From an optimization exercise on the open Yosys and OpenROAD flow, aimed at small area, a short achievable clock period and few clock cycles per item; shortcuts taken in it are not production practice.
No functional check of the RTL was part of any run shown here.
Power is estimated from default activity; no workload was simulated.

==> run.sh <==
#!/bin/bash
# synth_recipe.tcl (not shown) runs the flow's synth.tcl, then flattens the netlist and writes it again
# the make line also repeats each setting of config.mk as NAME=value (left out here)
make -C /OpenROAD-flow-scripts/flow DESIGN_CONFIG=/design/flow/config.mk WORK_HOME=/design/flow/orfs CLKGATE_MAP_FILE= SYNTH_SCRIPT=/design/flow/synth_recipe.tcl finish
==> config.mk <==
export PLATFORM = sky130hd
export DESIGN_NAME = krnl_maxpool
export DESIGN_NICKNAME = krnl_maxpool
export VERILOG_FILES = /design/flow/design.v
export SDC_FILE = /design/flow/constraint.sdc
export NUM_CORES = 4
export LEC_CHECK = 0
export CAP_MARGIN = 20
export CORE_MARGIN = 2
export CORE_UTILIZATION = 40
export SETUP_SLACK_MARGIN = 1.5
export SLEW_MARGIN = 20
==> constraint.sdc <==
create_clock -name core_clock -period 3.8 [get_ports {ap_clk}]
set_input_delay 0.7600 -clock core_clock [delete_from_list [all_inputs] [get_ports {ap_clk}]]
set_output_delay 0.7600 -clock core_clock [all_outputs]
set_load 0.01 [all_outputs]
==> design.v <==
package maxpool_pkg;
  localparam int DATA_WIDTH = 32;
  typedef logic signed [DATA_WIDTH-1:0] elem_t;   
  typedef logic [15:0] count_t;                    
  localparam int AXIL_ADDR_WIDTH = 6;
  localparam int AXIL_DATA_WIDTH = 32;
  typedef logic [AXIL_ADDR_WIDTH-1:0] axil_addr_t;
  typedef logic [AXIL_DATA_WIDTH-1:0] axil_data_t;
  localparam axil_addr_t ADDR_CTRL    = 6'h00;   
  localparam axil_addr_t ADDR_IER     = 6'h04;   
  localparam axil_addr_t ADDR_WINDOWS = 6'h10;   
  localparam int CTRL_START_BIT = 0;
  localparam int CTRL_DONE_BIT  = 1;
  localparam int CTRL_IDLE_BIT  = 2;
endpackage
`timescale 1ns/1ps
module maxpool_control_s_axi (
  input  logic                    ap_clk,
  input  logic                    areset,
  input  logic                    awvalid,
  output logic                    awready,
  input  maxpool_pkg::axil_addr_t awaddr,
  input  logic                    wvalid,
  output logic                    wready,
  input  maxpool_pkg::axil_data_t wdata,
  input  logic [3:0]              wstrb,
  output logic                    bvalid,
  input  logic                    bready,
  output logic [1:0]              bresp,
  input  logic                    arvalid,
  output logic                    arready,
  input  maxpool_pkg::axil_addr_t araddr,
  output logic                    rvalid,
  input  logic                    rready,
  output maxpool_pkg::axil_data_t rdata,
  output logic [1:0]              rresp,
  input  logic                    job_done,     
  output logic                    job_start,    
  output maxpool_pkg::count_t     job_windows,
  output logic                    interrupt
);
  logic       wr_idle;      
  logic       rd_idle;      
  logic       wr_hs;        
  logic       ar_hs;
  logic       busy;         
  logic       done;         
  logic       ier;
  logic       ier_nxt;
  logic       done_nxt;
  logic [2:0] rd_lo;        
  logic       rd_win;       
  assign awready = wr_idle;
  assign wready  = wr_idle;
  assign bresp   = 2'b00;
  assign wr_hs   = wr_idle && awvalid && wvalid;
  always_ff @(posedge ap_clk) begin
    if (areset) begin
      wr_idle <= 1'b1;
      bvalid  <= 1'b0;
    end else if (wr_hs) begin
      wr_idle <= 1'b0;
      bvalid  <= 1'b1;
    end else if (bvalid && bready) begin
      wr_idle <= 1'b1;
      bvalid  <= 1'b0;
    end
  end
  always_ff @(posedge ap_clk) begin
    if (areset) begin
      job_windows <= '0;
    end else if (wr_hs && awaddr == maxpool_pkg::ADDR_WINDOWS) begin
      if (wstrb[0]) job_windows[7:0]  <= wdata[7:0];
      if (wstrb[1]) job_windows[15:8] <= wdata[15:8];
    end
  end
  assign ier_nxt  = (wr_hs && awaddr == maxpool_pkg::ADDR_IER && wstrb[0]) ? wdata[0] : ier;
  assign done_nxt = job_done || (done && !(ar_hs && araddr == maxpool_pkg::ADDR_CTRL));
  always_ff @(posedge ap_clk) begin
    if (areset) begin
      ier       <= 1'b0;
      done      <= 1'b0;
      busy      <= 1'b0;
      job_start <= 1'b0;
      interrupt <= 1'b0;
    end else begin
      ier       <= ier_nxt;
      done      <= done_nxt;
      interrupt <= ier_nxt && done_nxt;
      job_start <= wr_hs && awaddr == maxpool_pkg::ADDR_CTRL && wstrb[0] &&
                   wdata[maxpool_pkg::CTRL_START_BIT] && !busy;
      if (job_done) busy <= 1'b0;
      else if (job_start) busy <= 1'b1;
    end
  end
  assign arready = rd_idle;
  assign rresp   = 2'b00;
  assign ar_hs   = rd_idle && arvalid;
  always_ff @(posedge ap_clk) begin
    if (areset) begin
      rd_idle <= 1'b1;
      rvalid  <= 1'b0;
    end else if (ar_hs) begin
      rd_idle <= 1'b0;
      rvalid  <= 1'b1;
    end else if (rvalid && rready) begin
      rd_idle <= 1'b1;
      rvalid  <= 1'b0;
    end
  end
  always_ff @(posedge ap_clk) begin
    if (ar_hs) begin
      rd_win <= (araddr == maxpool_pkg::ADDR_WINDOWS);
      case (araddr)
        maxpool_pkg::ADDR_CTRL:    rd_lo <= {!busy && !job_start, done, busy || job_start};
        maxpool_pkg::ADDR_IER:     rd_lo <= {2'b00, ier};
        maxpool_pkg::ADDR_WINDOWS: rd_lo <= job_windows[2:0];
        default:                   rd_lo <= 3'b000;
      endcase
    end
  end
  assign rdata = {16'b0, job_windows[15:3] & {13{rd_win}}, rd_lo};
endmodule
`timescale 1ns/1ps
module maxpool_window (
  input  logic                ap_clk,
  input  logic                areset,
  input  logic                job_start,
  input  maxpool_pkg::count_t job_windows,
  input  logic                in_tvalid,
  output logic                in_tready,
  input  maxpool_pkg::elem_t  in_tdata,
  output logic                pool_tvalid,
  input  logic                pool_tready,    
  input  logic                pool_room_nxt,  
  output maxpool_pkg::elem_t  pool_tdata,
  output logic                job_done
);
  logic [17:0]        rem;         
  logic [17:0]        rem_nxt;
  logic               in_hs;
  logic               first;       
  logic               last_win;    
  logic               last_job;    
  logic               full_nxt;
  logic               hold_nxt;
  maxpool_pkg::elem_t run_max;
  logic               gt;          
  logic               load;
  logic [31:0] a_u, b_u;
  logic [31:0] g0, e0;
  logic [15:0] g1, e1;
  logic [7:0]  g2, e2;
  logic [3:0]  g3, e3;
  logic [1:0]  g4, e4;
  assign a_u = {~in_tdata[31], in_tdata[30:0]};
  assign b_u = {~run_max[31], run_max[30:0]};
  assign g0  = a_u & ~b_u;
  assign e0  = ~(a_u ^ b_u);
  for (genvar i = 0; i < 16; i++) begin : g_l1
    assign g1[i] = g0[2*i+1] | (e0[2*i+1] & g0[2*i]);
    assign e1[i] = e0[2*i+1] & e0[2*i];
  end
  for (genvar i = 0; i < 8; i++) begin : g_l2
    assign g2[i] = g1[2*i+1] | (e1[2*i+1] & g1[2*i]);
    assign e2[i] = e1[2*i+1] & e1[2*i];
  end
  for (genvar i = 0; i < 4; i++) begin : g_l3
    assign g3[i] = g2[2*i+1] | (e2[2*i+1] & g2[2*i]);
    assign e3[i] = e2[2*i+1] & e2[2*i];
  end
  for (genvar i = 0; i < 2; i++) begin : g_l4
    assign g4[i] = g3[2*i+1] | (e3[2*i+1] & g3[2*i]);
    assign e4[i] = e3[2*i+1] & e3[2*i];
  end
  assign gt   = g4[1] | (e4[1] & g4[0]);
  assign load = in_hs && (first || gt);
  assign in_hs    = in_tvalid && in_tready;
  assign first    = (rem[1:0] == 2'd0);
  assign last_win = (rem[1:0] == 2'd1);
  assign last_job = (rem == 18'd1);
  assign job_done = (in_hs && last_job) || (job_start && job_windows == '0);
  assign pool_tdata = run_max;
  always_comb begin
    rem_nxt = rem;
    if (job_start) rem_nxt = {job_windows, 2'b00};
    else if (in_hs) rem_nxt = rem - 18'd1;
  end
  assign full_nxt = (in_hs && last_win) || (pool_tvalid && !pool_tready);
  assign hold_nxt = full_nxt && !pool_room_nxt;
  always_ff @(posedge ap_clk) begin
    if (areset) begin
      rem         <= '0;
      pool_tvalid <= 1'b0;
      in_tready   <= 1'b0;
    end else begin
      rem         <= rem_nxt;
      pool_tvalid <= full_nxt;
      in_tready   <= (rem_nxt != '0) && !(rem_nxt[1:0] == 2'd0 && hold_nxt);
    end
  end
  always_ff @(posedge ap_clk) begin
    if (load) run_max <= in_tdata;
  end
endmodule
`timescale 1ns/1ps
module maxpool_out_fifo #(
  parameter int FIFO_DEPTH = 16
) (
  input  logic               ap_clk,
  input  logic               areset,
  input  logic               pool_tvalid,
  output logic               pool_tready,    
  output logic               pool_room_nxt,  
  input  maxpool_pkg::elem_t pool_tdata,
  output logic               out_tvalid,
  input  logic               out_tready,
  output maxpool_pkg::elem_t out_tdata
);
  localparam int RING  = FIFO_DEPTH - 2;
  localparam int POS_W = $clog2(RING);
  localparam int CNT_W = $clog2(RING + 1);
  localparam logic [POS_W-1:0] LAST = POS_W'(RING - 1);
  maxpool_pkg::elem_t ring [RING];
  logic [CNT_W-1:0]   count;       
  logic [POS_W-1:0]   new_pos;     
  logic [POS_W-1:0]   old_pos;     
  logic [POS_W-1:0]   new_pos_inc;
  logic [POS_W-1:0]   old_pos_inc;
  logic               empty;
  logic               wr_en;
  logic               head_free;
  logic               take_ring;   
  assign empty       = (count == '0);
  assign pool_tready = empty || (count != CNT_W'(RING) && new_pos == '0);
  assign pool_room_nxt = empty ||
                         (wr_en && count < CNT_W'(RING - 1)) ||
                         (!wr_en && new_pos == LAST && count != CNT_W'(RING));
  assign wr_en       = pool_tvalid && pool_tready;
  assign head_free   = !out_tvalid || out_tready;
  assign take_ring   = head_free && !empty && (old_pos == '0);
  assign new_pos_inc = (new_pos == LAST) ? {POS_W{1'b0}} : new_pos + 1'b1;
  assign old_pos_inc = (old_pos == LAST) ? {POS_W{1'b0}} : old_pos + 1'b1;
  always_ff @(posedge ap_clk) begin
    if (areset) begin
      count      <= '0;
      new_pos    <= '0;
      old_pos    <= '0;
      out_tvalid <= 1'b0;
    end else begin
      case ({wr_en, take_ring})
        2'b10:   count <= count + 1'b1;
        2'b01:   count <= count - 1'b1;
        default: count <= count;
      endcase
      new_pos <= wr_en ? {POS_W{1'b0}} : new_pos_inc;
      if (wr_en && (empty || (count == CNT_W'(1) && take_ring))) old_pos <= '0;
      else if (!take_ring) old_pos <= old_pos_inc;
      out_tvalid <= take_ring || (out_tvalid && !out_tready);
    end
  end
  always_ff @(posedge ap_clk) begin
    ring[0] <= wr_en ? pool_tdata : ring[RING-1];
    for (int i = 1; i < RING; i++) ring[i] <= ring[i-1];
    if (head_free) out_tdata <= ring[0];
  end
endmodule
`timescale 1ns/1ps
module krnl_maxpool #(
  parameter int FIFO_DEPTH = 16    
) (
  input  logic                    ap_clk,
  input  logic                    areset,
  input  logic                    s_axi_control_awvalid,
  output logic                    s_axi_control_awready,
  input  maxpool_pkg::axil_addr_t s_axi_control_awaddr,
  input  logic                    s_axi_control_wvalid,
  output logic                    s_axi_control_wready,
  input  maxpool_pkg::axil_data_t s_axi_control_wdata,
  input  logic [3:0]              s_axi_control_wstrb,
  output logic                    s_axi_control_bvalid,
  input  logic                    s_axi_control_bready,
  output logic [1:0]              s_axi_control_bresp,
  input  logic                    s_axi_control_arvalid,
  output logic                    s_axi_control_arready,
  input  maxpool_pkg::axil_addr_t s_axi_control_araddr,
  output logic                    s_axi_control_rvalid,
  input  logic                    s_axi_control_rready,
  output maxpool_pkg::axil_data_t s_axi_control_rdata,
  output logic [1:0]              s_axi_control_rresp,
  output logic                    interrupt,
  input  logic                    in_tvalid,
  output logic                    in_tready,
  input  maxpool_pkg::elem_t      in_tdata,
  output logic                    out_tvalid,
  input  logic                    out_tready,
  output maxpool_pkg::elem_t      out_tdata
);
  logic                job_start;
  logic                job_done;
  maxpool_pkg::count_t job_windows;
  logic                pool_tvalid;
  logic                pool_tready;
  logic                pool_room_nxt;
  maxpool_pkg::elem_t  pool_tdata;
  maxpool_control_s_axi u_control (
    .ap_clk      (ap_clk),
    .areset      (areset),
    .awvalid     (s_axi_control_awvalid),
    .awready     (s_axi_control_awready),
    .awaddr      (s_axi_control_awaddr),
    .wvalid      (s_axi_control_wvalid),
    .wready      (s_axi_control_wready),
    .wdata       (s_axi_control_wdata),
    .wstrb       (s_axi_control_wstrb),
    .bvalid      (s_axi_control_bvalid),
    .bready      (s_axi_control_bready),
    .bresp       (s_axi_control_bresp),
    .arvalid     (s_axi_control_arvalid),
    .arready     (s_axi_control_arready),
    .araddr      (s_axi_control_araddr),
    .rvalid      (s_axi_control_rvalid),
    .rready      (s_axi_control_rready),
    .rdata       (s_axi_control_rdata),
    .rresp       (s_axi_control_rresp),
    .job_done    (job_done),
    .job_start   (job_start),
    .job_windows (job_windows),
    .interrupt   (interrupt)
  );
  maxpool_window u_window (
    .ap_clk        (ap_clk),
    .areset        (areset),
    .job_start     (job_start),
    .job_windows   (job_windows),
    .in_tvalid     (in_tvalid),
    .in_tready     (in_tready),
    .in_tdata      (in_tdata),
    .pool_tvalid   (pool_tvalid),
    .pool_tready   (pool_tready),
    .pool_room_nxt (pool_room_nxt),
    .pool_tdata    (pool_tdata),
    .job_done      (job_done)
  );
  maxpool_out_fifo #(
    .FIFO_DEPTH (FIFO_DEPTH)
  ) u_out_fifo (
    .ap_clk        (ap_clk),
    .areset        (areset),
    .pool_tvalid   (pool_tvalid),
    .pool_tready   (pool_tready),
    .pool_room_nxt (pool_room_nxt),
    .pool_tdata    (pool_tdata),
    .out_tvalid    (out_tvalid),
    .out_tready    (out_tready),
    .out_tdata     (out_tdata)
  );
endmodule
==> impl_metrics.json, run 1 <==
{
  "rsz0062_at_grt": "yes",
  "seq_area_frac_synth_pct": 79.86,
  "vias": 7805,
  "yosys.area.top_type": "dfxtp_1",
  "grt_start_max_net_pins": 55,
  "tritoncts": "yes",
  "num-nets-final": 1393,
  "min_period_ns": 2.740,
  "die-area_um2": 39680,
  "crit_path_start_kind": "primary input",
  "htreeDepth": 2,
  "synth.area.top_cells": "dfxtp_1 66%, edfxtp_1 13%, ha_1 3.3%",
  "die_w_um": 199.2,
  "hpwlAfterDp_um": 15570,
  "grt_use_total_pct": 13.03,
  "clock_skew_ns": 0.01928,
  "timing.final.crit_share_pct": 72.11,
  "critPathSlowestCell": "clkdlybuf4s50_1",
  "syn_area_um2": 15240,
  "port_buffers": 126,
  "post-route-drc-count": 0,
  "clock_path_buffers": 3,
  "critPathArrivalTime_ns": 3.09,
  "clockRootBuffer": "clkbuf_16",
  "met2_length_um": 10870,
  "ys_ff_latch": 574,
  "power_leakage_uw": 0.007983,
  "dr_wl_met3_um": 1401,
  "synth_flop_cell": "dfxtp_1",
  "cp_max_fo": 6,
  "drt_iter0_markers": 322,
  "detail_route.wl_per_cell_um": 13.90,
  "hold_violations": 0,
  "drt-met1-wl_um": 12470,
  "top_layer": "met4",
  "vias_per_cell": 4.286,
  "yosysTopAreaCellShare_pct": 66.46,
  "place_congestion": 0.8122,
  "max_freq_ghz": 0.3649,
  "irDropWorstVdd_mv": 0.4153,
  "first_global_vias": 7618,
  "ys_async_sr_fraction_pct": 0,
  "clkTransAtPathRegs_ns": 0.06,
  "syn2layout_area_growth_pct": 26.79,
  "maxSlewHeadroom_pct": 59.87,
  "fp-row-count": 71,
  "die_h_um": 199.2,
  "firstDrtPassIters": 4,
  "clk-insertion-delay-late_ns": 0.58,
  "cts_sinks": 574,
  "crit_buf_inv": 3,
  "hold_buffers": 0,
  "power_density_nw_per_um2": 705.1,
  "ys_warn_count": 4,
  "holdWs_ns": 0.3162,
  "postRouteAntennaNets": 0,
  "drive_gt1_share_pct": 12.67,
  "start_util_pct": 40.56,
  "status": "no timing/DRC/antenna violations",
  "tightest_slew_ns": 0.6019,
  "synth_edf_count": 68,
  "crit_chain": "clkdlybuf4s50_1, ha_1, a21o_1, a221o_1, a21oi_2, o41ai_4, a211o_4, buf_12, clkbuf_16",
  "drt-total-wl_um": 25320,
  "drv_slew": 0,
  "critical-path-max-stage-delay_ns": 0.45,
  "cts_made_buffers": 54,
  "hold_class": "reg -> reg",
  "io_pins": 165,
  "final.setup.tns_ns": 0,
  "critPathRequiredTime_ns": 4.15,
  "critPathTopFamily": "compound AO/OA/AOI/OAI gates",
  "diodes": 0,
  "critPathKind": "in -> reg",
  "synth_cell_types": 57,
  "synth_area_per_cell_um2": 14.03,
  "antenna_found_initial": 0,
  "crit_path_end_kind": "flip-flop",
  "fp.coreArea_um2": 37580,
  "synthCells": 1086,
  "grt_overflow": 0,
  "cap_violations": 0,
  "grt_pass1_wl_um": 39620,
  "finalSetupViolations": 0
}
## placed cells by master, fill, tap and decap left out, types with 8 or more instances in the layout
cell type / instances
a21oi_1: 46
buf_4: 10
xnor2_1: 11
nor2_1: 49
nor3_1: 8
a21o_1: 13
dlymetal6s2s_1: 8
dfxtp_1: 506
clkdlybuf4s50_1: 85
conb_1: 20
clkbuf_1: 8
ha_1: 37
mux2i_1: 9
dlygate4sd2_1: 20
buf_6: 13
edfxtp_1: 68
clkbuf_16: 59
and2_4: 10
clkbuf_8: 8
inv_1: 42
o21ai_0: 42
nand2_1: 85
clkinv_2: 10
nor4_1: 9
and2_1: 10
## layout make-up
| type | instances | area, um^2 |
|---|---|---|
| fill | 3167 | 18250 |
| tap | 511 | 639.4 |
| sequential | 574 | 12170 |
| inverter | 43 | 161.4 |
| clock inverter | 28 | 302.8 |
| clock buffer | 74 | 1592 |
| multi-input combinational | 444 | 2929 |
| timing repair buffer | 147 | 1528 |
## routing by layer
| metal | track usage, % | vias up |
|---|---|---|
| met4 | 5.113 | 0 |
| li1 | - | 3961 |
| met3 | 4.219 | 46 |
| met2 | 18.96 | 167 |
| met1 | 17.97 | 3631 |
| met5 | 0 | - |
## final timing paths
| path | startpoint | to | slack (ns) | depth (start not counted) |
|---|---|---|---|---|
| setup / recovery | in_tdata[15] | u_window.run_max[8]$_DFFE_PP_ | 1.06 | 9 |
| hold / removal | u_out_fifo.ring[7][11]$_DFF_P_ | u_out_fifo.ring[8][11]$_DFF_P_ | 0.32 | 0 |
| setup reg to reg | u_window.run_max[13]$_DFFE_PP_ | u_window.run_max[8]$_DFFE_PP_ | 1.09 | 11 |
| hold reg to reg | u_out_fifo.ring[7][11]$_DFF_P_ | u_out_fifo.ring[8][11]$_DFF_P_ | 0.32 | 0 |
## where the power goes
group          total, uW  internal (uW)  leakage (uW)  switching [uW]
Clock               5520           3290      0.000930            2230
Combinational       1240            601       0.00222             634
Sequential          6870           6670       0.00483             203
Total              13600          10600       0.00798            3060
## kinds of logic after synthesis
| family | Yosys count | synth area share [%] |
|---|---|---|
| AO/OA/AOI/OAI | 128 | 4.991 |
| XOR/XNOR | 18 | 1.034 |
| adder cells (fa/ha/maj) | 40 | 3.284 |
| buffers and inverters | 87 | 2.742 |
| flip-flops | 574 | 79.86 |
| multiplexers | 11 | 0.7389 |
| other | 1 | 0.02460 |
| AND/OR/NAND/NOR | 227 | 7.323 |
## Yosys cell counts, types with 2 or more instances
library cell	n
dfxtp_1	506
nand4b_1	3
nand3_1	9
o211a_1	2
o41ai_1	4
nor3b_1	5
o21ai_0	43
and4_1	2
buf_1	2
mux2i_1	9
nor4_1	11
and2_1	20
mux2_2	2
xnor2_1	11
nor2_1	49
edfxtp_1	68
nand2_1	85
o21a_1	2
o31ai_1	2
or3_1	7
nor4b_1	2
a21o_1	13
ha_1	40
or4_1	3
clkbuf_1	18
buf_4	21
inv_1	43
nor2b_1	3
nand4_1	6
a21oi_1	50
nand2b_1	5
xor2_1	7
nor3_2	2
nor3_1	8
## registers in the layout, indices dropped and copies added, names as in the netlist, 3 cells and up
| register | cells |
|---|---|
| u_out_fifo.ring | 448 |
| u_out_fifo.out_tdata | 32 |
| u_window.run_max | 32 |
| u_out_fifo.new_pos | 4 |
| u_out_fifo.old_pos | 4 |
| u_control.job_windows | 16 |
| u_out_fifo.count | 4 |
| u_control.rd_lo | 3 |
| u_window.rem | 18 |
## repair_timing
item	4_1_cts	5_1_grt
setup endpoints to repair	70	51
resized for setup	86	49
buffers inserted	9	3
gates cloned	2	1
pin swaps	9	4
## through the flow
stage / total power [uW] / area [um^2] / setup slack, ns / cells / utilization (%)
after floorplan: 7616 / 15360 / 1.081 / 1105 / -
after global placement: 8075 / 17070 / 0.1615 / 1704 / 45.43
after detailed placement: 8110 / 17070 / 0.1352 / 1704 / 45.43
after CTS: 13760 / 19160 / 1.071 / 1817 / 51.00
after global routing: 14250 / 19320 / 1.016 / 1821 / 51.42
final: 13630 / 19320 / 1.060 / 1821 / 51.42
==> run 2: changes to the inputs <==
--- a/config.mk
+++ b/config.mk
@@ -9,4 +9,4 @@
 export CORE_MARGIN = 2
 export CORE_UTILIZATION = 40
-export SETUP_SLACK_MARGIN = 1.5
+export SETUP_SLACK_MARGIN = 1.0
 export SLEW_MARGIN = 20
==> run 2 against run 1 <==
  * Still clean on timing, DRC and antenna
  * Via count is 0.60% lower
  * Core utilization down 0.84 points
  * Clock power shrank 4%
  * Clock skew shrank 0.0078 ns
  * Critical path depth increased by 1
  * Worst setup slack got worse by 0.032 ns
  * Maximum frequency fell by 1.2%
  * Flip-flop and latch count did not move
  * Sequential power about the same
  * Largest cell class unchanged
  * Highest routed layer unchanged
==> impl_metrics.json, run 2 <==
{
  "grt_start_max_net_pins": 65,
  "synth_most_common_cell": "dfxtp_1",
  "largest_register": "u_out_fifo.ring",
  "seq_area_frac_synth_pct": 79.86,
  "dp.cells": 1704,
  "diodes": 0,
  "crit_path_start_kind": "primary input",
  "syn_area_um2": 15240,
  "grt_pass1_wl_um": 38040,
  "clock_skew_ns": 0.01152,
  "crit_path_end_kind": "flip-flop",
  "synthCells": 1086,
  "hold_class": "reg -> reg",
  "maxSlewHeadroom_pct": 48.35,
  "start_util_pct": 40.56,
  "synth_flop_cell": "dfxtp_1",
  "ys_async_sr_fraction_pct": 0,
  "power_density_nw_per_um2": 700.9,
  "io_pins": 165,
  "irDropWorstVdd_mv": 0.4063,
  "critPathArrivalTime_ns": 3.10,
  "clkTransAtPathRegs_ns": 0.06,
  "grt.met2_usage_pct": 17.64,
  "postRouteAntennaNets": 0,
  "drive_gt1_share_pct": 9.245,
  "cap_violations": 0,
  "grt_overflow": 0,
  "instances_no_fill": 1809,
  "critPathKind": "in -> reg",
  "use_met3_pct": 3.460,
  "drv_slew": 0,
  "yosys-top-cells-count": "506 x dfxtp_1, 85 x nand2_1, 68 x edfxtp_1, 50 x a21oi_1, 49 x nor2_1",
  "final.setup.tns_ns": 0,
  "holdWs_ns": 0.3163,
  "clock_path_buffers": 3,
  "die_h_um": 199.2,
  "register_area_um2": 12170,
  "clk-insertion-delay-late_ns": 0.57,
  "crit_path_start": "in_tdata[9]",
  "hpwlAfterDp_um": 15270,
  "r2r_cells": 10,
  "tightest_slew_ns": 0.7731,
  "place_congestion": 0.8139,
  "layout_common_cells": "506 x dfxtp_1, 122 x clkdlybuf4s50_1, 85 x nand2_1",
  "max_freq_ghz": 0.3607,
  "grt-busiest-layer": "met2",
  "hold_violations": 0,
  "rsz0062_at_grt": "no",
  "detail_route.wl_per_cell_um": 13.47,
  "largestRegisters": "u_out_fifo.ring x448, u_out_fifo.out_tdata x32, u_window.run_max x32",
  "die-area_um2": 39680,
  "first_global_vias": 7472,
  "cts_sinks": 574,
  "vias_per_cell": 4.289,
  "min_period_ns": 2.773,
  "largest_register_ff_count": 448,
  "grt_use_total_pct": 12.28,
  "tritoncts": "yes",
  "syn2layout_area_growth_pct": 24.71,
  "fp-row-count": 71,
  "r2r_start": "u_window.run_max[13]$_DFFE_PP_",
  "cts_made_buffers": 54,
  "num-nets-final": 1382,
  "min_from": "u_out_fifo.ring[12][22]$_DFF_P_",
  "port_buffers": 126,
  "ys_ff_latch": 574,
  "drt-total-wl_um": 24370,
  "timing.final.crit_share_pct": 72.96,
  "yosys.area.top_type": "dfxtp_1",
  "critPathRequiredTime_ns": 4.13,
  "final_common_cell": "dfxtp_1",
  "post-route-drc-count": 0,
  "use_met1_pct": 17.26,
  "die_w_um": 199.2,
  "finalSetupViolations": 0,
  "drt_iter0_markers": 252,
  "antenna_found_initial": 0,
  "firstDrtPassIters": 4,
  "vias": 7758,
  "yosysTopAreaCellShare_pct": 66.46,
  "power_leakage_uw": 0.007655,
  "synth_area_per_cell_um2": 14.03,
  "nFillCells": 3289,
  "cp_max_fo": 6,
  "ys_warn_count": 4,
  "min_path_cells": 0,
  "htreeDepth": 2,
  "fp.coreArea_um2": 37580,
  "multi_input_area_um2": 2815,
  "synth_cell_types": 57,
  "synth.area.top_cells": "dfxtp_1 66%, edfxtp_1 13%, ha_1 3.3%",
  "synth_edf_count": 68,
  "status": "no timing/DRC/antenna violations",
  "fin_total_pwr_uw": 13320,
  "clockRootBuffer": "clkbuf_16"
}
==> run 2: logic make-up (layout without fill, tap and decap cells) <==
group / count (synthesis) / count (layout) / share of synthesized area, %
buffers and inverters: 87 / 280 / 2.742
other: 1 / 20 / 0.02460
adder cells (fa/ha/maj): 40 / 40 / 3.284
AO/OA/AOI/OAI: 128 / 128 / 4.991
AND/OR/NAND/NOR: 227 / 227 / 7.323
flip-flops: 574 / 574 / 79.86
multiplexers: 11 / 11 / 0.7389
XOR/XNOR: 18 / 18 / 1.034
==> run 2: what timing repair did <==
item,in CTS,in global routing
buffers inserted,0,1
pin swaps,2,9
hold buffers,0,0
resized for setup,5,10
endpoints found under the setup margin,32,32
cloned,0,3
==> run 2: path summary, 6_finish.rpt <==
kind	to	slack (ns)
worst max-delay path	u_window.run_max[18]$_DFFE_PP_	1.03
worst min-delay path	u_out_fifo.ring[13][22]$_DFF_P_	0.32
worst max register to register	u_window.run_max[18]$_DFFE_PP_	1.09
worst min register to register	u_out_fifo.ring[13][22]$_DFF_P_	0.32
==> run 2: critical path, stage by stage <==
cell	delay, ns
clkdlybuf4s50_1	0.53
ha_4	0.22
a21o_1	0.15
a21o_1	0.18
a21oi_2	0.20
o31ai_1	0.11
a21oi_2	0.16
o41ai_4	0.14
a211o_4	0.44
clkbuf_16	0.20
==> run 2: through the flow <==
stage	setup WS, ns	cell area, um^2	util (%)
5_1_grt	1.002	19010	50.58
3_3_place_gp	0.1768	17040	45.35
2_1_floorplan	1.020	15330	-
4_1_cts	1.010	18890	50.26
6_report	1.027	19010	50.58
3_5_place_dp	0.1263	17040	45.35
==> run 2: per-layer routing <==
metal / part of all wire (%) / up-vias
li1: - / 3926
met1: 50 / 3602
met2: 41 / 179
met3: 6.0 / 51
met4: 2.7 / 0
met5: 0 / -
==> run 2: cell type report <==
cell class | count | share of cell area (%)
flip-flops and latches | 574 | 64.04
multi-input cells | 444 | 14.81
clock buffers | 77 | 8.314
repair buffers | 136 | 7.353
well taps | 511 | 3.364
clock inverters | 24 | 1.270
inverters | 43 | 0.8492
==> run 2: power breakdown <==
part	switching [uW]	internal (uW)
sequential	201	6670
combinational	589	545
clock	2200	3120
total	2990	10300
==> run 3: changes to the inputs <==
--- a/config.mk
+++ b/config.mk
@@ -6,7 +6,8 @@
 export NUM_CORES = 4
 export LEC_CHECK = 0
+export ABC_CLOCK_PERIOD_IN_PS = 1200
 export CAP_MARGIN = 20
 export CORE_MARGIN = 2
 export CORE_UTILIZATION = 40
-export SETUP_SLACK_MARGIN = 1.0
+export SETUP_SLACK_MARGIN = 1.5
 export SLEW_MARGIN = 20
==> run 3 against run 2 <==
  * Clock skew is 0.0078 ns higher
  * Via count is 0.61% higher
  * First-iteration DRC count is 28% higher
  * Worst hold slack hardly changed
  * Design area is 1.7% higher
  * Worst setup slack better by 0.032 ns
  * Synthesized cell count stayed put
  * Critical path type unchanged
==> impl_metrics.json, run 3 <==
{
  "status": "no timing/DRC/antenna violations",
  "crit_path_start_kind": "primary input",
  "grt_start_max_net_pins": 55,
  "fp.coreArea_um2": 37580,
  "syn2layout_area_growth_pct": 26.79,
  "cap_violations": 0,
  "die_w_um": 199.2,
  "num-nets-final": 1393,
  "port_buffers": 126,
  "power_density_nw_per_um2": 705.1,
  "crit_path_end_kind": "flip-flop",
  "drv_slew": 0,
  "r2r-end": "u_window.run_max[8]$_DFFE_PP_",
  "syn_area_um2": 15240,
  "drt_iter0_markers": 322,
  "largest_register": "u_out_fifo.ring",
  "cts_made_buffers": 54,
  "critPathTopFamily": "compound AO/OA/AOI/OAI gates",
  "clock_skew_ns": 0.01928,
  "hpwlAfterDp_um": 15570,
  "die-area_um2": 39680,
  "io_pins": 165,
  "final.setup.tns_ns": 0,
  "holdPathEnd": "u_out_fifo.ring[8][11]$_DFF_P_",
  "fin_total_pwr_uw": 13630,
  "timing.final.crit_share_pct": 72.11,
  "grt_overflow": 0,
  "maxSlewHeadroom_pct": 59.87,
  "firstDrtPassIters": 4,
  "final_common_cell": "dfxtp_1",
  "htreeDepth": 2,
  "ys_warn_count": 4,
  "largest_register_ff_count": 448,
  "min_period_ns": 2.740,
  "drive_gt1_share_pct": 12.67,
  "layout_common_cells": "506 x dfxtp_1, 85 x nand2_1, 85 x clkdlybuf4s50_1",
  "rsz0062_at_grt": "yes",
  "start_util_pct": 40.56,
  "dp_slack_ns": 0.1352,
  "vias": 7805,
  "post-route-util_pct": 51.42,
  "place_area_um2": 17070,
  "synth_most_common_cell": "dfxtp_1",
  "synth_area_per_cell_um2": 14.03,
  "die_h_um": 199.2,
  "critical-path-max-stage-delay_ns": 0.45,
  "synth_edf_count": 68,
  "hold_violations": 0,
  "antenna_found_initial": 0,
  "vias_per_cell": 4.286,
  "synth_flop_cell": "dfxtp_1",
  "hold_buffers": 0,
  "irDropWorstVdd_mv": 0.4153,
  "yosys-top-cells-count": "506 x dfxtp_1, 85 x nand2_1, 68 x edfxtp_1, 50 x a21oi_1, 49 x nor2_1",
  "clockRootBuffer": "clkbuf_16",
  "cp_max_fo": 6,
  "detail_route.wl_per_cell_um": 13.90,
  "post-route-drc-count": 0,
  "seq_area_frac_synth_pct": 79.86,
  "cts_sinks": 574,
  "postRouteAntennaNets": 0,
  "first_global_vias": 7618,
  "yosysTopAreaCellShare_pct": 66.46,
  "clkTransAtPathRegs_ns": 0.06,
  "critPathArrivalTime_ns": 3.09,
  "critPathRequiredTime_ns": 4.15,
  "ys_ff_latch": 574,
  "critPathSlowestCell": "clkdlybuf4s50_1",
  "crit_chain": "clkdlybuf4s50_1, ha_1, a21o_1, a221o_1, a21oi_2, o41ai_4, a211o_4, buf_12, clkbuf_16",
  "fp-row-count": 71,
  "drt-total-wl_um": 25320,
  "max_freq_ghz": 0.3649,
  "yosys.area.top_type": "dfxtp_1",
  "power_leakage_uw": 0.007983,
  "largestRegisters": "u_out_fifo.ring x448, u_out_fifo.out_tdata x32, u_window.run_max x32",
  "ys_async_sr_fraction_pct": 0,
  "r2r_cells": 11,
  "tritoncts": "yes",
  "rrSetupSlack_ns": 1.09,
  "synth_cell_types": 57,
  "final_cell_area_um2": 19320,
  "min_from": "u_out_fifo.ring[7][11]$_DFF_P_",
  "place_congestion": 0.8122,
  "grt_use_total_pct": 13.03,
  "hold_class": "reg -> reg",
  "critPathKind": "in -> reg",
  "finalSetupViolations": 0,
  "diodes": 0,
  "crit_buf_inv": 3,
  "tightest_slew_ns": 0.6019,
  "synthCells": 1086,
  "synth.area.top_cells": "dfxtp_1 66%, edfxtp_1 13%, ha_1 3.3%",
  "clock_path_buffers": 3,
  "clk-insertion-delay-late_ns": 0.58,
  "fin_ws_ns": 1.060,
  "grt_pass1_wl_um": 39620,
  "min_path_cells": 0,
  "r2r_start": "u_window.run_max[13]$_DFFE_PP_"
}
==> run 3: report_power, final <==
part	switching (uW)	internal [uW]
clock	2230	3290
sequential	203	6670
combinational	634	601
==> run 3: how the worst max path moves through the flow <==
stage | start | end | slack, ns | depth (start not counted)
floorplan | in_tdata[13] | u_window.run_max[0]$_DFFE_PP_ | 1.08 | 8
global route | u_window.run_max[13]$_DFFE_PP_ | u_window.run_max[19]$_DFFE_PP_ | 1.02 | 10
CTS | u_window.run_max[13]$_DFFE_PP_ | u_window.run_max[19]$_DFFE_PP_ | 1.07 | 10
global placement | in_tdata[1] | u_window.run_max[8]$_DFFE_PP_ | 0.16 | 10
detailed placement | in_tdata[1] | u_window.run_max[1]$_DFFE_PP_ | 0.14 | 10
finish | in_tdata[15] | u_window.run_max[8]$_DFFE_PP_ | 1.06 | 9
==> run 3: final cells by class <==
type | instances | area [um^2]
inverters | 43 | 161.4
multi-input cells | 444 | 2929
fillers | 3167 | 18250
well taps | 511 | 639.4
repair buffers | 147 | 1528
clock inverters | 28 | 302.8
flip-flops and latches | 574 | 12170
clock buffers | 74 | 1592
==> run 3: worst reg2reg max path: cells and delay by family, from the launching register on <==
kind | cells | cell delay (ns)
buffers and inverters | 3 | 0.40
AO/OA/AOI/OAI | 7 | 1.50
adder cells (fa/ha/maj) | 1 | 0.20
flip-flops | 1 | 0.37
==> run 3: logic make-up after synthesis <==
kind of cell / Yosys count / share of synthesized area (%)
AOI/OAI and AO/OA: 128 / 4.991
xor gates and xnor gates: 18 / 1.034
adders and majority gates: 40 / 3.284
buffers and inverters: 87 / 2.742
DFF: 574 / 79.86
muxes: 11 / 0.7389
other: 1 / 0.02460
and+or+nand+nor: 227 / 7.323
==> run 3: per-layer routing <==
metal / track usage [%] / part of all wire, % / vias up
met4: 5.113 / 2.3 / 0
li1: - / - / 3961
met1: 17.97 / 49 / 3631
met3: 4.219 / 5.5 / 46
met2: 18.96 / 43 / 167
met5: 0 / 0 / -
==> run 3: through the flow <==
| stage | std cells | hold WS, ns |
|---|---|---|
| floorplan | 1105 | 0.3096 |
| global placement | 1704 | 0.3097 |
| finish | 1821 | 0.3162 |
| CTS | 1817 | 0.3125 |
| global route | 1821 | 0.3164 |
| detailed placement | 1704 | 0.3121 |
==> run 3: timing repair <==
action                     in CTS  in global routing
setup endpoints to repair      70                 51
buffers inserted                9                  3
pin swaps                       9                  4
resized for setup              86                 49
gates cloned                    2                  1
==> run 4: changes to the inputs <==
--- a/config.mk
+++ b/config.mk
@@ -6,5 +6,5 @@
 export NUM_CORES = 4
 export LEC_CHECK = 0
-export ABC_CLOCK_PERIOD_IN_PS = 1200
+export ABC_CLOCK_PERIOD_IN_PS = 1800
 export CAP_MARGIN = 20
 export CORE_MARGIN = 2
==> run 4 against run 3 <==
  * Flip-flop and latch count is the same
  * Maximum frequency unchanged
  * Still clean
  * Synthesized area stayed put
  * Synthesized cell count stayed put
  * Clock skew unchanged
  * Sequential share of layout area is the same
  * Worst hold slack unchanged
  * Power unchanged
  * Worst setup slack unchanged
  * Count of clock-buffer cells in the layout unchanged
==> impl_metrics.json, run 4 <==
{
  "status": "no timing/DRC/antenna violations",
  "yosys.area.top_type": "dfxtp_1",
  "synth_flop_cell": "dfxtp_1",
  "grt_use_total_pct": 13.03,
  "ys_async_sr_fraction_pct": 0,
  "syn_area_um2": 15240,
  "die_w_um": 199.2,
  "critPathTopFamily": "compound AO/OA/AOI/OAI gates",
  "largestRegisters": "u_out_fifo.ring x448, u_out_fifo.out_tdata x32, u_window.run_max x32",
  "cts_sinks": 574,
  "port_buffers": 126,
  "grt_overflow": 0,
  "hold_buffers": 0,
  "max_freq_ghz": 0.3649,
  "ys_ff_latch": 574,
  "synth.area.top_cells": "dfxtp_1 66%, edfxtp_1 13%, ha_1 3.3%",
  "critPathRequiredTime_ns": 4.15,
  "largest_register_ff_count": 448,
  "drv_slew": 0,
  "yosysTopAreaCellShare_pct": 66.46,
  "drt_iter0_markers": 322,
  "timing.final.crit_share_pct": 72.11,
  "tritoncts": "yes",
  "synth_most_common_cell": "dfxtp_1",
  "grt_start_max_net_pins": 55,
  "critical-path-max-stage-delay_ns": 0.45,
  "crit_path_end_kind": "flip-flop",
  "synth_cell_types": 57,
  "critPathSlowestCell": "clkdlybuf4s50_1",
  "io_pins": 165,
  "final.setup.tns_ns": 0,
  "critPathKind": "in -> reg",
  "die-area_um2": 39680,
  "crit_path_start_kind": "primary input",
  "hpwlAfterDp_um": 15570,
  "cap_violations": 0,
  "critPathArrivalTime_ns": 3.09,
  "diodes": 0,
  "rsz0062_at_grt": "yes",
  "grt_pass1_wl_um": 39620,
  "clockRootBuffer": "clkbuf_16",
  "synth_edf_count": 68,
  "post-route-util_pct": 51.42,
  "vias_per_cell": 4.286,
  "post-route-drc-count": 0,
  "finalSetupViolations": 0,
  "vias": 7805,
  "drt-total-wl_um": 25320,
  "hold_class": "reg -> reg",
  "postRouteAntennaNets": 0,
  "synthCells": 1086,
  "layout_common_cells": "506 x dfxtp_1, 85 x nand2_1, 85 x clkdlybuf4s50_1",
  "min_period_ns": 2.740,
  "power_leakage_uw": 0.007983,
  "final_common_cell": "dfxtp_1",
  "maxSlewHeadroom_pct": 59.87,
  "hold_violations": 0,
  "fp.coreArea_um2": 37580,
  "first_global_vias": 7618,
  "crit_buf_inv": 3,
  "yosys-top-cells-count": "506 x dfxtp_1, 85 x nand2_1, 68 x edfxtp_1, 50 x a21oi_1, 49 x nor2_1",
  "die_h_um": 199.2,
  "rrSetupSlack_ns": 1.09,
  "holdWs_ns": 0.3162,
  "crit_chain": "clkdlybuf4s50_1, ha_1, a21o_1, a221o_1, a21oi_2, o41ai_4, a211o_4, buf_12, clkbuf_16",
  "clock_skew_ns": 0.01928,
  "cts_made_buffers": 54,
  "antenna_found_initial": 0,
  "place_congestion": 0.8122,
  "clk-insertion-delay-late_ns": 0.58,
  "syn2layout_area_growth_pct": 26.79,
  "tightest_slew_ns": 0.6019,
  "clock_path_buffers": 3,
  "fp-row-count": 71,
  "largest_register": "u_out_fifo.ring",
  "firstDrtPassIters": 4,
  "irDropWorstVdd_mv": 0.4153,
  "htreeDepth": 2,
  "power_density_nw_per_um2": 705.1,
  "ys_warn_count": 4,
  "clkTransAtPathRegs_ns": 0.06,
  "synth_area_per_cell_um2": 14.03,
  "detail_route.wl_per_cell_um": 13.90,
  "drive_gt1_share_pct": 12.67,
  "start_util_pct": 40.56,
  "seq_area_frac_synth_pct": 79.86,
  "num-nets-final": 1393,
  "cp_max_fo": 6
}
[run 4: cells by family (layout without fill, tap and decap cells)]
family | count (synthesis) | in the layout | share of synthesized area [%]
flip-flops | 574 | 574 | 79.86
other | 1 | 20 | 0.02460
XOR/XNOR | 18 | 18 | 1.034
buffers and inverters | 87 | 292 | 2.742
adder cells (fa/ha/maj) | 40 | 40 | 3.284
AND/OR/NAND/NOR | 227 | 227 | 7.323
AO/OA/AOI/OAI | 128 | 128 | 4.991
multiplexers | 11 | 11 | 0.7389
[run 4: per-stage QoR]
step           power (uW)  cells  area, um^2  setup slack [ns]
2_1_floorplan        7616   1105       15360             1.081
3_3_place_gp         8075   1704       17070            0.1615
3_5_place_dp         8110   1704       17070            0.1352
4_1_cts             13760   1817       19160             1.071
5_1_grt             14250   1821       19320             1.016
6_report            13630   1821       19320             1.060
[run 4: repair_timing]
item	in CTS	in global routing
buffers inserted	9	3
gates cloned	2	1
pin swaps	9	4
setup endpoints to repair	70	51
resized for setup	86	49
[run 4: area by class of cell]
type	instances	area (um^2)
Clock buffer	74	1592
Clock inverter	28	302.8
Fill cell	3167	18250
Inverter	43	161.4
Multi-Input combinational cell	444	2929
Sequential cell	574	12170
Tap cell	511	639.4
Timing Repair Buffer	147	1528
[run 4: final timing paths]
| kind | cells after the start | from | end |
|---|---|---|---|
| max | 9 | in_tdata[15] | u_window.run_max[8]$_DFFE_PP_ |
| min | 0 | u_out_fifo.ring[7][11]$_DFF_P_ | u_out_fifo.ring[8][11]$_DFF_P_ |
| max reg2reg | 11 | u_window.run_max[13]$_DFFE_PP_ | u_window.run_max[8]$_DFFE_PP_ |
| min reg2reg | 0 | u_out_fifo.ring[7][11]$_DFF_P_ | u_out_fifo.ring[8][11]$_DFF_P_ |
[run 4: power breakdown]
part           switching (uW)  internal (uW)  total [uW]
Sequential                203           6670        6870
Combinational             634            601        1240
Clock                    2230           3290        5520
Total                    3060          10600       13600
[run 4: metal layers]
layer  part of all wire (%)  up-vias  GRT usage, %
li1                       -     3961             -
met1                     49     3631         17.97
met2                     43      167         18.96
met3                    5.5       46         4.219
met4                    2.3        0         5.113
met5                      0        -             0
==> run 5: changes to the inputs <==
--- a/config.mk
+++ b/config.mk
@@ -6,5 +6,5 @@
 export NUM_CORES = 4
 export LEC_CHECK = 0
-export ABC_CLOCK_PERIOD_IN_PS = 1800
+export ABC_CLOCK_PERIOD_IN_PS = 300
 export CAP_MARGIN = 20
 export CORE_MARGIN = 2
==> run 5 against run 4 <==
  * Die area is the same
  * Power is the same
  * Combinational power is essentially flat
  * Count of clock-buffer cells in the layout is the same
  * Synthesized area is the same
  * Critical path depth is the same
  * Synthesized cell count is the same
  * Via count is the same
  * Global-route usage is the same
  * Critical endpoint unchanged
  * Largest power group unchanged
==> impl_metrics.json, run 5 <==
{
  "final_common_cell": "dfxtp_1",
  "yosys-top-cells-count": "506 x dfxtp_1, 85 x nand2_1, 68 x edfxtp_1, 50 x a21oi_1, 49 x nor2_1",
  "layout_common_cells": "506 x dfxtp_1, 85 x nand2_1, 85 x clkdlybuf4s50_1",
  "synth_cell_types": 57,
  "synth_most_common_cell": "dfxtp_1",
  "drive_gt1_share_pct": 12.67,
  "largest_register": "u_out_fifo.ring",
  "final_cell_area_um2": 19320,
  "detail_route.wl_per_cell_um": 13.90,
  "synth_flop_cell": "dfxtp_1",
  "finalSetupViolations": 0,
  "rrSetupSlack_ns": 1.09,
  "fin_total_pwr_uw": 13630,
  "clock_skew_ns": 0.01928,
  "post-route-drc-count": 0,
  "drv_slew": 0,
  "cts_made_buffers": 54,
  "critPathRequiredTime_ns": 4.15,
  "dp_slack_ns": 0.1352,
  "cp_max_fo": 6,
  "r2r_start": "u_window.run_max[13]$_DFFE_PP_",
  "max_freq_ghz": 0.3649,
  "syn_area_um2": 15240,
  "port_buffers": 126,
  "syn2layout_area_growth_pct": 26.79,
  "drt-total-wl_um": 25320,
  "timing.final.crit_share_pct": 72.11,
  "place_area_um2": 17070,
  "rsz0062_at_grt": "yes",
  "start_util_pct": 40.56,
  "htreeDepth": 2,
  "ys_async_sr_fraction_pct": 0,
  "holdPathEnd": "u_out_fifo.ring[8][11]$_DFF_P_",
  "die-area_um2": 39680,
  "die_h_um": 199.2,
  "maxSlewHeadroom_pct": 59.87,
  "cts_sinks": 574,
  "hold_buffers": 0,
  "grt_overflow": 0,
  "drt_iter0_markers": 322,
  "min_period_ns": 2.740,
  "die_w_um": 199.2,
  "crit_path_start_kind": "primary input",
  "diodes": 0,
  "antenna_found_initial": 0,
  "firstDrtPassIters": 4,
  "num-nets-final": 1393,
  "yosys.area.top_type": "dfxtp_1",
  "nFillCells": 3167,
  "power_density_nw_per_um2": 705.1,
  "io_pins": 165,
  "first_global_vias": 7618,
  "clockRootBuffer": "clkbuf_16",
  "hpwlAfterDp_um": 15570,
  "clk-insertion-delay-late_ns": 0.58,
  "r2r-end": "u_window.run_max[8]$_DFFE_PP_",
  "seq_area_frac_synth_pct": 79.86,
  "clock_path_buffers": 3,
  "min_path_cells": 0,
  "synthCells": 1086,
  "irDropWorstVdd_mv": 0.4153,
  "status": "no timing/DRC/antenna violations",
  "ys_ff_latch": 574,
  "final.setup.tns_ns": 0,
  "hold_violations": 0,
  "synth_edf_count": 68,
  "postRouteAntennaNets": 0,
  "cap_violations": 0,
  "fp-row-count": 71,
  "fp.coreArea_um2": 37580,
  "synth_area_per_cell_um2": 14.03,
  "tightest_slew_ns": 0.6019,
  "place_congestion": 0.8122,
  "hold_class": "reg -> reg",
  "tritoncts": "yes",
  "crit_path_end_kind": "flip-flop",
  "largestRegisters": "u_out_fifo.ring x448, u_out_fifo.out_tdata x32, u_window.run_max x32",
  "holdWs_ns": 0.3162,
  "synth.area.top_cells": "dfxtp_1 66%, edfxtp_1 13%, ha_1 3.3%",
  "grt_pass1_wl_um": 39620,
  "ys_warn_count": 4,
  "largest_register_ff_count": 448,
  "yosysTopAreaCellShare_pct": 66.46,
  "power_leakage_uw": 0.007983,
  "critPathKind": "in -> reg",
  "clkTransAtPathRegs_ns": 0.06,
  "vias_per_cell": 4.286,
  "min_from": "u_out_fifo.ring[7][11]$_DFF_P_",
  "r2r_cells": 11,
  "fin_ws_ns": 1.060,
  "grt_use_total_pct": 13.03,
  "grt_start_max_net_pins": 55,
  "critPathArrivalTime_ns": 3.09,
  "vias": 7805
}
-- run 5: cell counts in the layout (fill, tap and decap cells not counted) --
Identical to the previous run, type by type.
-- run 5: where the power goes --
| part | leakage (uW) | internal (uW) | switching, uW | total, uW |
|---|---|---|---|---|
| logic | 0.00222 | 601 | 634 | 1240 |
| registers | 0.00483 | 6670 | 203 | 6870 |
| clock network | 0.000930 | 3290 | 2230 | 5520 |
-- run 5: layer usage --
metal	GRT usage (%)	part of all wire (%)	up-vias
met2	18.96	43	167
met4	5.113	2.3	0
met3	4.219	5.5	46
li1	-	-	3961
met5	0	0	-
met1	17.97	49	3631
-- run 5: what timing repair did --
item | CTS | global route
pin swaps | 9 | 4
buffers inserted | 9 | 3
endpoints found under the hold margin | 0 | 0
endpoints found under the setup margin | 70 | 51
gates cloned | 2 | 1
gates resized for setup | 86 | 49
-- run 5: how the worst max path moves through the flow --
stage	startpoint	to	slack, ns	cells after the start
finish	in_tdata[15]	u_window.run_max[8]$_DFFE_PP_	1.06	9
floorplan	in_tdata[13]	u_window.run_max[0]$_DFFE_PP_	1.08	8
global placement	in_tdata[1]	u_window.run_max[8]$_DFFE_PP_	0.16	10
CTS	u_window.run_max[13]$_DFFE_PP_	u_window.run_max[19]$_DFFE_PP_	1.07	10
detailed placement	in_tdata[1]	u_window.run_max[1]$_DFFE_PP_	0.14	10
global route	u_window.run_max[13]$_DFFE_PP_	u_window.run_max[19]$_DFFE_PP_	1.02	10
-- run 5: final cells by class --
cell class / instances / area [um^2] / area share (%)
clock buffer: 74 / 1592 / 8.236
inverter: 43 / 161.4 / 0.8353
timing repair buffer: 147 / 1528 / 7.906
tap: 511 / 639.4 / 3.309
multi-input combinational: 444 / 2929 / 15.16
sequential: 574 / 12170 / 62.99
clock inverter: 28 / 302.8 / 1.567
-- run 5: cells by family (layout without fill, tap and decap cells) --
group / Yosys count / after routing / synth area share [%]
compound gates: 128 / 128 / 4.991
xor+xnor: 18 / 18 / 1.034
fa+ha+maj: 40 / 40 / 3.284
buf+inv: 87 / 292 / 2.742
flops: 574 / 574 / 79.86
mux: 11 / 11 / 0.7389
other cells: 1 / 20 / 0.02460
simple gates: 227 / 227 / 7.323
-- run 5: per-stage QoR --
step | instances | utilization (%)
finish | 1821 | 51.42
global route | 1821 | 51.42
CTS | 1817 | 51.00
detailed placement | 1704 | 45.43
global placement | 1704 | 45.43
floorplan | 1105 | -
-- run 5: worst max-delay path, cell delays in order --
cell             delay [ns]
clkdlybuf4s50_1        0.45
ha_1                   0.32
a21o_1                 0.19
a221o_1                0.32
a21oi_2                0.18
o41ai_4                0.13
a211o_4                0.41
buf_12                 0.15
clkbuf_16              0.15
==> run 6: changes to the inputs <==
--- a/config.mk
+++ b/config.mk
@@ -6,5 +6,5 @@
 export NUM_CORES = 4
 export LEC_CHECK = 0
-export ABC_CLOCK_PERIOD_IN_PS = 300
+export ABC_CLOCK_PERIOD_IN_PS = 700
 export CAP_MARGIN = 20
 export CORE_MARGIN = 2
==> run 6 against run 5 <==
  * Highest routed layer unchanged
  * Maximum frequency is the same
  * Critical path type unchanged
  * Clock power is essentially flat
  * Synthesized cell count is the same
==> impl_metrics.json, run 6 <==
{
  "nFillCells": 3167,
  "critPathArrivalTime_ns": 3.09,
  "power_leakage_uw": 0.007983,
  "first_global_vias": 7618,
  "critPathTopFamily": "compound AO/OA/AOI/OAI gates",
  "seq_area_frac_synth_pct": 79.86,
  "synth_most_common_cell": "dfxtp_1",
  "irDropWorstVdd_mv": 0.4153,
  "io_pins": 165,
  "yosys.area.top_type": "dfxtp_1",
  "min_period_ns": 2.740,
  "post-route-drc-count": 0,
  "rsz0062_at_grt": "yes",
  "diodes": 0,
  "crit_buf_inv": 3,
  "maxSlewHeadroom_pct": 59.87,
  "p_int_uw": 10560,
  "timing.final.crit_share_pct": 72.11,
  "tightest_slew_ns": 0.6019,
  "crit_path_start_kind": "primary input",
  "critPathKind": "in -> reg",
  "post-route-util_pct": 51.42,
  "place_congestion": 0.8122,
  "clockRootBuffer": "clkbuf_16",
  "fp.coreArea_um2": 37580,
  "port_buffers": 126,
  "critical-path-max-stage-delay_ns": 0.45,
  "cts_made_buffers": 54,
  "finalSetupViolations": 0,
  "drt_iter0_markers": 322,
  "vias": 7805,
  "die-area_um2": 39680,
  "grt_use_total_pct": 13.03,
  "layout_common_cells": "506 x dfxtp_1, 85 x nand2_1, 85 x clkdlybuf4s50_1",
  "detail_route.wl_per_cell_um": 13.90,
  "switchingPower_uw": 3065,
  "drv_slew": 0,
  "grt_pass1_wl_um": 39620,
  "power_frac_seq_pct": 50.4,
  "grt_overflow": 0,
  "grt_start_max_net_pins": 55,
  "switching_share_pct": 22.49,
  "final_common_cell": "dfxtp_1",
  "largest_register_ff_count": 448,
  "synthCells": 1086,
  "drive_gt1_share_pct": 12.67,
  "yosysTopAreaCellShare_pct": 66.46,
  "clock_skew_ns": 0.01928,
  "cp_max_fo": 6,
  "die_w_um": 199.2,
  "htreeDepth": 2,
  "postRouteAntennaNets": 0,
  "synth_flop_cell": "dfxtp_1",
  "cts_sinks": 574,
  "largestRegisters": "u_out_fifo.ring x448, u_out_fifo.out_tdata x32, u_window.run_max x32",
  "crit_chain": "clkdlybuf4s50_1, ha_1, a21o_1, a221o_1, a21oi_2, o41ai_4, a211o_4, buf_12, clkbuf_16",
  "cap_violations": 0,
  "hpwlAfterDp_um": 15570,
  "die_h_um": 199.2,
  "synth_cell_types": 57,
  "fp-row-count": 71,
  "clkTransAtPathRegs_ns": 0.06,
  "yosys-top-cells-count": "506 x dfxtp_1, 85 x nand2_1, 68 x edfxtp_1, 50 x a21oi_1, 49 x nor2_1",
  "vias_per_cell": 4.286,
  "crit_path_end_kind": "flip-flop",
  "power_density_nw_per_um2": 705.1,
  "clock_path_buffers": 3,
  "syn_area_um2": 15240,
  "power_frac_comb_pct": 9.1,
  "syn2layout_area_growth_pct": 26.79,
  "ys_ff_latch": 574,
  "synth_area_per_cell_um2": 14.03,
  "synth_edf_count": 68,
  "tritoncts": "yes",
  "critPathSlowestCell": "clkdlybuf4s50_1",
  "holdWs_ns": 0.3162,
  "start_util_pct": 40.56,
  "dp_slack_ns": 0.1352,
  "largest_register": "u_out_fifo.ring",
  "ys_async_sr_fraction_pct": 0,
  "hold_violations": 0,
  "synth.area.top_cells": "dfxtp_1 66%, edfxtp_1 13%, ha_1 3.3%",
  "hold_buffers": 0,
  "max_freq_ghz": 0.3649,
  "critPathRequiredTime_ns": 4.15,
  "hold_class": "reg -> reg",
  "drt-total-wl_um": 25320,
  "final.setup.tns_ns": 0,
  "fin_ws_ns": 1.060,
  "num-nets-final": 1393,
  "p_clk_share_pct": 40.5,
  "antenna_found_initial": 0,
  "clk-insertion-delay-late_ns": 0.58,
  "ys_warn_count": 4,
  "status": "no timing/DRC/antenna violations",
  "firstDrtPassIters": 4
}
==> run 6: per-stage QoR <==
| stage | std cells | power (uW) | instance area (um^2) |
|---|---|---|---|
| after CTS | 1817 | 13760 | 19160 |
| after global routing | 1821 | 14250 | 19320 |
| after detailed placement | 1704 | 8110 | 17070 |
| final | 1821 | 13630 | 19320 |
| after global placement | 1704 | 8075 | 17070 |
| after floorplan | 1105 | 7616 | 15360 |
==> run 6: cells by family after synthesis <==
| group | after synthesis | share of synthesized area, % |
|---|---|---|
| flops | 574 | 79.86 |
| buf+inv | 87 | 2.742 |
| other cells | 1 | 0.02460 |
| xor+xnor | 18 | 1.034 |
| simple gates | 227 | 7.323 |
| mux | 11 | 0.7389 |
| fa+ha+maj | 40 | 3.284 |
| compound gates | 128 | 4.991 |
==> run 6: layer usage <==
| layer | routed length, um | part of all wire, % | track usage, % | vias up |
|---|---|---|---|---|
| met2 | 10870 | 43 | 18.96 | 167 |
| met4 | 573 | 2.3 | 5.113 | 0 |
| met1 | 12470 | 49 | 17.97 | 3631 |
| met5 | 0 | 0 | 0 | - |
| li1 | - | - | - | 3961 |
| met3 | 1401 | 5.5 | 4.219 | 46 |
==> run 6: layout make-up <==
type,count,area [um^2],area share (%)
tap,511,639.4,3.309
sequential,574,12170,62.99
multi-input combinational,444,2929,15.16
timing repair buffer,147,1528,7.906
inverter,43,161.4,0.8353
clock inverter,28,302.8,1.567
clock buffer,74,1592,8.236
==> run 6: power by group through the flow <==
stage                     logic [uW]  clock network, uW  registers (uW)
after floorplan                  637                  0            6980
after global placement          1090                  0            6980
after detailed placement        1110                  0            7000
after CTS                       1200               5690            6870
after global routing            1360               5960            6920
final                           1240               5520            6870
==> run 6: timing repair <==
action                     4_1_cts  5_1_grt
setup buffers                    9        3
gates cloned                     2        1
resized for setup               86       49
setup endpoints to repair       70       51
pin swaps                        9        4
==> run 6: path summary, 6_finish.rpt <==
path | start | end | slack [ns] | depth (start not counted)
setup / recovery | in_tdata[15] | u_window.run_max[8]$_DFFE_PP_ | 1.06 | 9
hold reg to reg | u_out_fifo.ring[7][11]$_DFF_P_ | u_out_fifo.ring[8][11]$_DFF_P_ | 0.32 | 0
setup reg to reg | u_window.run_max[13]$_DFFE_PP_ | u_window.run_max[8]$_DFFE_PP_ | 1.09 | 11
hold / removal | u_out_fifo.ring[7][11]$_DFF_P_ | u_out_fifo.ring[8][11]$_DFF_P_ | 0.32 | 0
==> run 7: changes to the inputs <==
--- a/config.mk
+++ b/config.mk
@@ -6,8 +6,9 @@
 export NUM_CORES = 4
 export LEC_CHECK = 0
-export ABC_CLOCK_PERIOD_IN_PS = 700
 export CAP_MARGIN = 20
 export CORE_MARGIN = 2
 export CORE_UTILIZATION = 40
+export CTS_CLUSTER_DIAMETER = 100
+export CTS_CLUSTER_SIZE = 28
 export SETUP_SLACK_MARGIN = 1.5
 export SLEW_MARGIN = 20
==> run 7 against run 6 <==
  * Worst setup slack worse by 0.038 ns
  * Synthesized area unchanged
  * Synthesized cell count did not move
  * Flip-flop and latch count unchanged
  * Maximum frequency is 1.4% lower
  * Design area is 6.2% lower
  * Still clean
  * Highest routed layer unchanged
  * Count of clock-buffer cells in the layout fell by 38
  * Wire length shrank 3.2%
  * Global-route usage decreased by 0.76 points
  * Core utilization is 3.2 points lower
  * Sequential share of layout area up 4.1 points
  * Sequential power about the same
  * Critical endpoint is now u_window.run_max[5]$_DFFE_PP_
==> impl_metrics.json, run 7 <==
{
  "vias_per_cell": 4.313,
  "syn_area_um2": 15240,
  "io_pins": 165,
  "dp.cells": 1704,
  "syn2layout_area_growth_pct": 18.99,
  "clk-insertion-delay-late_ns": 0.56,
  "synth.area.top_cells": "dfxtp_1 66%, edfxtp_1 13%, ha_1 3.3%",
  "firstDrtPassIters": 4,
  "antenna_found_initial": 0,
  "multi_input_area_um2": 2942,
  "yosys.area.top_type": "dfxtp_1",
  "maxSlewHeadroom_pct": 61.25,
  "cap_violations": 0,
  "irDropWorstVdd_mv": 0.3870,
  "hold_class": "reg -> reg",
  "synth_flop_cell": "dfxtp_1",
  "critPathRequiredTime_ns": 4.13,
  "nFillCells": 3289,
  "timing.final.crit_share_pct": 73.10,
  "die_h_um": 199.2,
  "finalSetupViolations": 0,
  "critPathKind": "in -> reg",
  "synth_cell_types": 57,
  "die_w_um": 199.2,
  "register_area_um2": 12170,
  "synth_edf_count": 68,
  "drive_gt1_share_pct": 8.427,
  "crit_path_start_kind": "primary input",
  "port_buffers": 126,
  "max_freq_ghz": 0.3600,
  "final_common_cell": "dfxtp_1",
  "seq_area_frac_synth_pct": 79.86,
  "num-nets-final": 1362,
  "crit_top_cell": "buf_12",
  "instances_no_fill": 1757,
  "min_period_ns": 2.778,
  "postRouteAntennaNets": 0,
  "htreeDepth": 1,
  "critical-path-max-stage-delay_ns": 0.44,
  "critPathSlowestCell": "clkdlybuf4s50_1",
  "status": "no timing/DRC/antenna violations",
  "first_global_vias": 7254,
  "final.setup.tns_ns": 0,
  "post-route-drc-count": 0,
  "clock_path_buffers": 3,
  "rsz0062_at_grt": "yes",
  "ys_warn_count": 4,
  "hpwlAfterDp_um": 15570,
  "hold_violations": 0,
  "ys_ff_latch": 574,
  "grt_overflow": 0,
  "fp-row-count": 71,
  "diodes": 0,
  "drt_iter0_markers": 299,
  "clockRootBuffer": "clkbuf_16",
  "power_leakage_uw": 0.007296,
  "clkTransAtPathRegs_ns": 0.10,
  "clock_skew_ns": 0.01552,
  "grt_start_max_net_pins": 55,
  "synth_most_common_cell": "dfxtp_1",
  "die-area_um2": 39680,
  "tritoncts": "yes",
  "vias": 7578,
  "grt_use_total_pct": 12.27,
  "power_density_nw_per_um2": 610.5,
  "critPathArrivalTime_ns": 3.10,
  "place_congestion": 0.8122,
  "cp_max_fo": 6,
  "synthCells": 1086,
  "tightest_slew_ns": 0.5751,
  "largestRegisters": "u_out_fifo.ring x448, u_out_fifo.out_tdata x32, u_window.run_max x32",
  "yosys-top-cells-count": "506 x dfxtp_1, 85 x nand2_1, 68 x edfxtp_1, 50 x a21oi_1, 49 x nor2_1",
  "hold_buffers": 0,
  "drv_slew": 0,
  "largest_register": "u_out_fifo.ring",
  "start_util_pct": 40.56,
  "largest_register_ff_count": 448,
  "yosysTopAreaCellShare_pct": 66.46,
  "ys_async_sr_fraction_pct": 0,
  "cts_made_buffers": 24,
  "drt-total-wl_um": 24510,
  "fin_total_pwr_uw": 11070,
  "cts_sinks": 574,
  "grt_pass1_wl_um": 38250,
  "detail_route.wl_per_cell_um": 13.95,
  "fp.coreArea_um2": 37580,
  "synth_area_per_cell_um2": 14.03,
  "crit_path_end_kind": "flip-flop",
  "layout_common_cells": "504 x dfxtp_1, 94 x clkdlybuf4s50_1, 85 x nand2_1",
  "crit_chain": "clkdlybuf4s50_1, ha_1, a21o_1, a221o_1, a21oi_2, o41ai_4, a211o_4, buf_12, buf_12"
}
[run 7: cell counts after synthesis]
Identical to the previous run, type by type.
[run 7: cell families (layout without fill, tap and decap cells)]
| kind of cell | count (synthesis) | in the layout | synth area share [%] |
|---|---|---|---|
| flops | 574 | 574 | 79.86 |
| buf+inv | 87 | 228 | 2.742 |
| mux | 11 | 11 | 0.7389 |
| xor+xnor | 18 | 18 | 1.034 |
| simple gates | 227 | 227 | 7.323 |
| other cells | 1 | 20 | 0.02460 |
| fa+ha+maj | 40 | 40 | 3.284 |
| compound gates | 128 | 128 | 4.991 |
[run 7: report_power, final]
part,leakage [uW],total [uW],switching [uW],internal [uW]
Combinational,0.00214,1260,641,620
Sequential,0.00483,6860,203,6660
Clock,0.000325,2950,1740,1200
[run 7: final timing paths]
path	from	slack (ns)	cells past startpoint	to
setup / recovery	in_tdata[15]	1.02	9	u_window.run_max[5]$_DFFE_PP_
hold / removal	u_out_fifo.ring[7][11]$_DFF_P_	0.32	0	u_out_fifo.ring[8][11]$_DFF_P_
setup reg to reg	u_window.run_max[13]$_DFFE_PP_	1.05	11	u_window.run_max[5]$_DFFE_PP_
hold reg to reg	u_out_fifo.ring[7][11]$_DFF_P_	0.32	0	u_out_fifo.ring[8][11]$_DFF_P_
[run 7: layer usage]
metal	part of all wire, %	wire length (um)	track usage (%)	up-vias
met5	0	0	0	-
met3	4.4	1089	2.498	27
li1	-	-	-	3848
met1	51	12460	17.77	3574
met4	1.9	473	3.040	0
met2	43	10480	18.80	129
[run 7: critical path, delay by kind of cell]
family	cells	cell delay, ns
AO/OA/AOI/OAI	5	1.27
adder cells (fa/ha/maj)	1	0.32
buffers and inverters	3	0.74
[run 7: what timing repair did]
| item | in CTS | in global routing |
|---|---|---|
| pin swaps | 10 | 11 |
| cloned | 3 | 0 |
| resized for setup | 71 | 56 |
| buffers inserted | 9 | 2 |
| setup endpoints to repair | 67 | 57 |
[run 7: stage by stage]
| step | instance area, um^2 | hold slack (ns) | worst slack [ns] | utilization, % |
|---|---|---|---|---|
| 2_1_floorplan | 15360 | 0.3096 | 1.081 | - |
| 3_3_place_gp | 17070 | 0.3097 | 0.1615 | 45.43 |
| 3_5_place_dp | 17070 | 0.3121 | 0.1352 | 45.43 |
| 4_1_cts | 18020 | 0.3189 | 1.048 | 47.95 |
| 5_1_grt | 18130 | 0.3287 | 0.9880 | 48.26 |
| 6_report | 18130 | 0.3233 | 1.022 | 48.26 |
[run 7: layout make-up]
cell class,instances,share of cell area (%)
well taps,511,3.526
multi-input cells,444,16.22
clock inverters,3,0.1863
flip-flops and latches,574,67.13
repair buffers,146,8.486
clock buffers,36,3.560
inverters,43,0.8900

## separate check: timing with driven ports
How much do the figures lean on ideal ports? The routed layouts below were timed once more, with nothing changed but the port constraints. Step 1 assumes that a clkbuf_16 drives the clock port and a buf_2 every other input. Step 2 times the ports against the registers' clock, not the clock port: input delays grow and output delays shrink by t, the midpoint of the rising clock arrivals with the driver on. Slacks: ideal ports / drivers / drivers and shift; pairs: ideal ports / drivers.
| run | t (ns) | slack for setup (ns) | worst data-port slew with drivers (ns) |
|---|---|---|---|
| run 1 | 0.627 | 1.060 / 1.087 / 0.460 | 0.06 |
| run 2 | 0.612 | 1.027 / 1.052 / 0.440 | 0.06 |
| run 3 | 0.627 | 1.060 / 1.087 / 0.460 | 0.06 |
| run 4 | 0.627 | 1.060 / 1.087 / 0.460 | 0.06 |
| run 5 | 0.627 | 1.060 / 1.087 / 0.460 | 0.06 |
| run 6 | 0.627 | 1.060 / 1.087 / 0.460 | 0.06 |
| run 7 | 0.600 | 1.022 / 1.047 / 0.448 | 0.06 |
After both steps every run listed still meets setup and hold.
